What follows belongs to an exercise in optimizing a design on an open flow for small area; a production flow would make more cautious choices. The RTL was checked by simulation tests, not by an equivalence proof against the original design. Power is estimated from default activity; no workload was simulated.

==> run E <==
==> flow/design.v <==
module regfile_2r1w_param #(
    parameter int DATA_W   = 32,
    parameter int ADDR_W   = 5,
    parameter int DEPTH    = 32,
    parameter int ZERO_REG = 1
) (
    input  logic              clk,
    input  logic              reset,
    input  logic              we,
    input  logic [ADDR_W-1:0] waddr,
    input  logic [DATA_W-1:0] wdata,
    input  logic              re1,
    input  logic [ADDR_W-1:0] raddr1,
    output logic [DATA_W-1:0] rdata1,
    output logic              rvalid1,
    input  logic              re2,
    input  logic [ADDR_W-1:0] raddr2,
    output logic [DATA_W-1:0] rdata2,
    output logic              rvalid2,
    input  logic              clr_req,
    output logic              busy
);
    localparam int IW = (DEPTH > 1) ? $clog2(DEPTH) : 1;
    localparam logic [ADDR_W:0] DEPTH_L = (ADDR_W + 1)'(DEPTH);
    localparam logic [ADDR_W-1:0] LAST = ADDR_W'(DEPTH - 1);
    localparam logic [0:0] S_IDLE = 1'b0;
    localparam logic [0:0] S_CLEAR = 1'b1;
    logic [DATA_W-1:0] mem_q [DEPTH];
    logic [DATA_W-1:0] mem_d [DEPTH];
    logic [DATA_W-1:0] rdata1_q, rdata1_d, rdata2_q, rdata2_d, rd1_val, rd2_val;
    logic              rvalid1_q, rvalid1_d, rvalid2_q, rvalid2_d, wr_ok;
    logic [0:0]        state_q, state_d;
    logic [ADDR_W-1:0] idx_q, idx_d;
    assign busy    = (state_q == S_CLEAR);
    assign rdata1  = rdata1_q;
    assign rdata2  = rdata2_q;
    assign rvalid1 = rvalid1_q;
    assign rvalid2 = rvalid2_q;
    assign wr_ok = we && !busy && ({1'b0, waddr} < DEPTH_L) && !(ZERO_REG != 0 && waddr == '0);
    assign rd1_val = ((ZERO_REG != 0 && raddr1 == '0) || ({1'b0, raddr1} >= DEPTH_L)) ? '0 :
                     (wr_ok && waddr == raddr1) ? wdata : mem_q[raddr1[IW-1:0]];
    assign rd2_val = ((ZERO_REG != 0 && raddr2 == '0) || ({1'b0, raddr2} >= DEPTH_L)) ? '0 :
                     (wr_ok && waddr == raddr2) ? wdata : mem_q[raddr2[IW-1:0]];
    always_comb begin
        for (int i = 0; i < DEPTH; i++) mem_d[i] = mem_q[i];
        if (state_q == S_CLEAR) mem_d[idx_q[IW-1:0]] = '0;
        else if (wr_ok) mem_d[waddr[IW-1:0]] = wdata;
        rvalid1_d = re1 && !busy;
        rvalid2_d = re2 && !busy;
        rdata1_d  = rvalid1_d ? rd1_val : rdata1_q;
        rdata2_d  = rvalid2_d ? rd2_val : rdata2_q;
        state_d   = (state_q == S_IDLE) ? (clr_req ? S_CLEAR : S_IDLE) :
                    ((idx_q == LAST) ? S_IDLE : S_CLEAR);
        idx_d     = (state_q == S_CLEAR && idx_q != LAST) ? idx_q + 1'b1 : '0;
    end
    always_ff @(posedge clk or negedge reset) begin
        if (!reset) begin
            for (int i = 0; i < DEPTH; i++) mem_q[i] <= '0;
            rdata1_q  <= '0;
            rdata2_q  <= '0;
            rvalid1_q <= 1'b0;
            rvalid2_q <= 1'b0;
            state_q   <= S_IDLE;
            idx_q     <= '0;
        end else begin
            for (int i = 0; i < DEPTH; i++) mem_q[i] <= mem_d[i];
            rdata1_q  <= rdata1_d;
            rdata2_q  <= rdata2_d;
            rvalid1_q <= rvalid1_d;
            rvalid2_q <= rvalid2_d;
            state_q   <= state_d;
            idx_q     <= idx_d;
        end
    end
endmodule
==> flow/run.sh <==
#!/bin/bash
# synth_recipe.tcl (not shown) runs the flow's synth.tcl, then flattens the netlist and writes it again
# the make line also repeats each setting of config.mk as NAME=value (left out here)
make -C /OpenROAD-flow-scripts/flow DESIGN_CONFIG=/design/flow/config.mk WORK_HOME=/design/flow/orfs CLKGATE_MAP_FILE= SYNTH_SCRIPT=/design/flow/synth_recipe.tcl finish
==> flow/config.mk <==
export PLATFORM = sky130hd
export DESIGN_NAME = regfile_2r1w_param
export DESIGN_NICKNAME = regfile_2r1w_param
export VERILOG_FILES = /design/flow/design.v
export SDC_FILE = /design/flow/constraint.sdc
export NUM_CORES = 4
export LEC_CHECK = 0
export CAP_MARGIN = 20
export CORE_MARGIN = 2
export CORE_UTILIZATION = 25
export PLACE_DENSITY = 0.4
export SLEW_MARGIN = 20
==> flow/constraint.sdc <==
create_clock -name core_clock -period 5.0 [get_ports {clk}]
set_input_delay 1.0000 -clock core_clock [delete_from_list [all_inputs] [get_ports {clk}]]
set_output_delay 1.0000 -clock core_clock [all_outputs]
set_load 0.01 [all_outputs]
==> run Z: changes against run E <==
==> flow/design.v (replaced) <==
module regfile_2r1w_param #(
    parameter int DATA_W   = 32,
    parameter int ADDR_W   = 5,
    parameter int DEPTH    = 32,
    parameter int ZERO_REG = 1
) (
    input  logic              clk,
    input  logic              reset,
    input  logic              we,
    input  logic [ADDR_W-1:0] waddr,
    input  logic [DATA_W-1:0] wdata,
    input  logic              re1,
    input  logic [ADDR_W-1:0] raddr1,
    output logic [DATA_W-1:0] rdata1,
    output logic              rvalid1,
    input  logic              re2,
    input  logic [ADDR_W-1:0] raddr2,
    output logic [DATA_W-1:0] rdata2,
    output logic              rvalid2,
    input  logic              clr_req,
    output logic              busy
);
    localparam int FIRST = (ZERO_REG != 0) ? 1 : 0;
    localparam logic [ADDR_W:0] DEPTH_L = (ADDR_W + 1)'(DEPTH);
    logic [ADDR_W:0]   cnt_q;
    logic [DEPTH-1:0]  vld_q;
    logic [DATA_W-1:0] mem_q [DEPTH];
    logic [DATA_W-1:0] rdata1_q, rdata2_q, rd1_d, rd2_d;
    logic              rvalid1_q, rvalid2_q;
    logic              busy_q, wr_ok, rok1, rok2, byp1, byp2;
    logic [DEPTH-1:0]  wsel, sel1, sel2;
    assign busy_q  = cnt_q[ADDR_W];
    assign busy    = busy_q;
    assign rdata1  = rdata1_q;
    assign rdata2  = rdata2_q;
    assign rvalid1 = rvalid1_q;
    assign rvalid2 = rvalid2_q;
    assign wr_ok = we && !busy_q && ({1'b0, waddr} < DEPTH_L) && !(ZERO_REG != 0 && waddr == '0);
    assign rok1  = re1 && !busy_q;
    assign rok2  = re2 && !busy_q;
    assign byp1  = wr_ok && (waddr == raddr1);
    assign byp2  = wr_ok && (waddr == raddr2);
    always_comb begin
        for (int i = 0; i < DEPTH; i++) begin
            wsel[i] = wr_ok && (waddr == ADDR_W'(i));
            sel1[i] = (i >= FIRST) && rok1 && !byp1 && (raddr1 == ADDR_W'(i)) && vld_q[i];
            sel2[i] = (i >= FIRST) && rok2 && !byp2 && (raddr2 == ADDR_W'(i)) && vld_q[i];
        end
    end
    localparam int NT = DEPTH - FIRST + 2;
    localparam int NG = (NT + 2) / 3;
    logic [NG*3-1:0]   ts1, ts2;
    logic [DATA_W-1:0] td1 [NG*3];
    logic [DATA_W-1:0] td2 [NG*3];
    logic [DATA_W-1:0] ty1 [NG];
    logic [DATA_W-1:0] ty2 [NG];
    always_comb begin
        ts1 = '0;
        ts2 = '0;
        for (int t = 0; t < NG * 3; t++) begin
            td1[t] = '0;
            td2[t] = '0;
        end
        for (int i = FIRST; i < DEPTH; i++) begin
            ts1[i - FIRST] = sel1[i];
            ts2[i - FIRST] = sel2[i];
            td1[i - FIRST] = mem_q[i];
            td2[i - FIRST] = mem_q[i];
        end
        ts1[NT - 2] = rok1 && byp1;
        td1[NT - 2] = wdata;
        ts2[NT - 2] = rok2 && byp2;
        td2[NT - 2] = wdata;
        ts1[NT - 1] = !rok1;
        td1[NT - 1] = rdata1_q;
        ts2[NT - 1] = !rok2;
        td2[NT - 1] = rdata2_q;
    end
    for (genvar g = 0; g < NG; g++) begin : g_grp
        for (genvar b = 0; b < DATA_W; b++) begin : g_bit
            regfile_aoi222 u_p1 (
                .a0(td1[3*g][b]), .s0(ts1[3*g]),
                .a1(td1[3*g+1][b]), .s1(ts1[3*g+1]),
                .a2(td1[3*g+2][b]), .s2(ts1[3*g+2]),
                .y(ty1[g][b])
            );
            regfile_aoi222 u_p2 (
                .a0(td2[3*g][b]), .s0(ts2[3*g]),
                .a1(td2[3*g+1][b]), .s1(ts2[3*g+1]),
                .a2(td2[3*g+2][b]), .s2(ts2[3*g+2]),
                .y(ty2[g][b])
            );
        end
    end
    always_comb begin
        rd1_d = '1;
        rd2_d = '1;
        for (int g = 0; g < NG; g++) begin
            rd1_d = rd1_d & ty1[g];
            rd2_d = rd2_d & ty2[g];
        end
        rd1_d = ~rd1_d;
        rd2_d = ~rd2_d;
    end
    for (genvar i = 0; i < DEPTH; i++) begin : g_word
        if (i >= FIRST) begin : g_store
            always_ff @(posedge clk) begin
                if (wsel[i]) mem_q[i] <= wdata;
            end
        end
    end
    always_ff @(posedge clk or negedge reset) begin
        if (!reset) begin
            vld_q     <= '0;
            rdata1_q  <= '0;
            rdata2_q  <= '0;
            rvalid1_q <= 1'b0;
            rvalid2_q <= 1'b0;
            cnt_q     <= '0;
        end else begin
            vld_q     <= (vld_q & {DEPTH{!busy_q}}) | wsel;
            rdata1_q  <= rd1_d;
            rdata2_q  <= rd2_d;
            rvalid1_q <= rok1;
            rvalid2_q <= rok2;
            if (busy_q)       cnt_q <= cnt_q + 1'b1;
            else if (clr_req) cnt_q <= {1'b1, {ADDR_W{1'b0}}};
        end
    end
endmodule
module regfile_aoi222 (
    input  logic a0, s0,
    input  logic a1, s1,
    input  logic a2, s2,
    output logic y
);
    assign y = ~((a0 & s0) | (a1 & s1) | (a2 & s2));
endmodule
- SYNTH_HIERARCHICAL: default -> 1
- SYNTH_MINIMUM_KEEP_SIZE: default -> 0
==> summary of the runs <==
- Between run Z and run E, the lower routed wire length is in run Z (gap about 53%, measured against run E).
- In run Z the worst setup slack is better than in run E, by 11 ps.
- Of run Z and run E, run E has the higher clock power (gap 20%, measured against run E).
- Between run Z and run E, the lower via count is in run Z (gap about 50%, measured against run E).
- In run E the sequential cell count is lower than in run Z, by 31.
- Against run E, the count of clock-buffer cells in the layout of run Z is lower by 31.
- Sequential power is about the same in run E and run Z.

[port drivers added, routing unchanged]
Ports are ideal in the flow. The routed layouts listed here were re-timed in OpenROAD.
Step 1 (the two cells are an assumption about what drives the block):
set clk [get_ports {clk}]
set_driving_cell -lib_cell sky130_fd_sc_hd__clkbuf_16 $clk
set_driving_cell -lib_cell sky130_fd_sc_hd__buf_2 [delete_from_list [all_inputs] $clk]
Step 2 adds t to the input delays and takes it off the output delays; t is the mean of the earliest and latest rising clock arrival at the registers after step 1. Input paths then give back, and output paths get back, about the clock's delay inside the block.
a / b / c = ideal ports / drivers / drivers and shift; a / b = the first two.
run | t (ns) | slack for setup (ns) | slew at the worst register clock pin (ns)
run E | 0.933 | 1.003 / 1.003 / 0.214 | 0.07 / 0.07
run Z | 0.811 | 1.014 / 1.058 / 0.247 | 0.07 / 0.07
After both steps every run listed still meets setup and hold. For run E, which loses most, drivers alone change the setup slack by 0.000 ns; drivers and shift together by -0.789 ns.
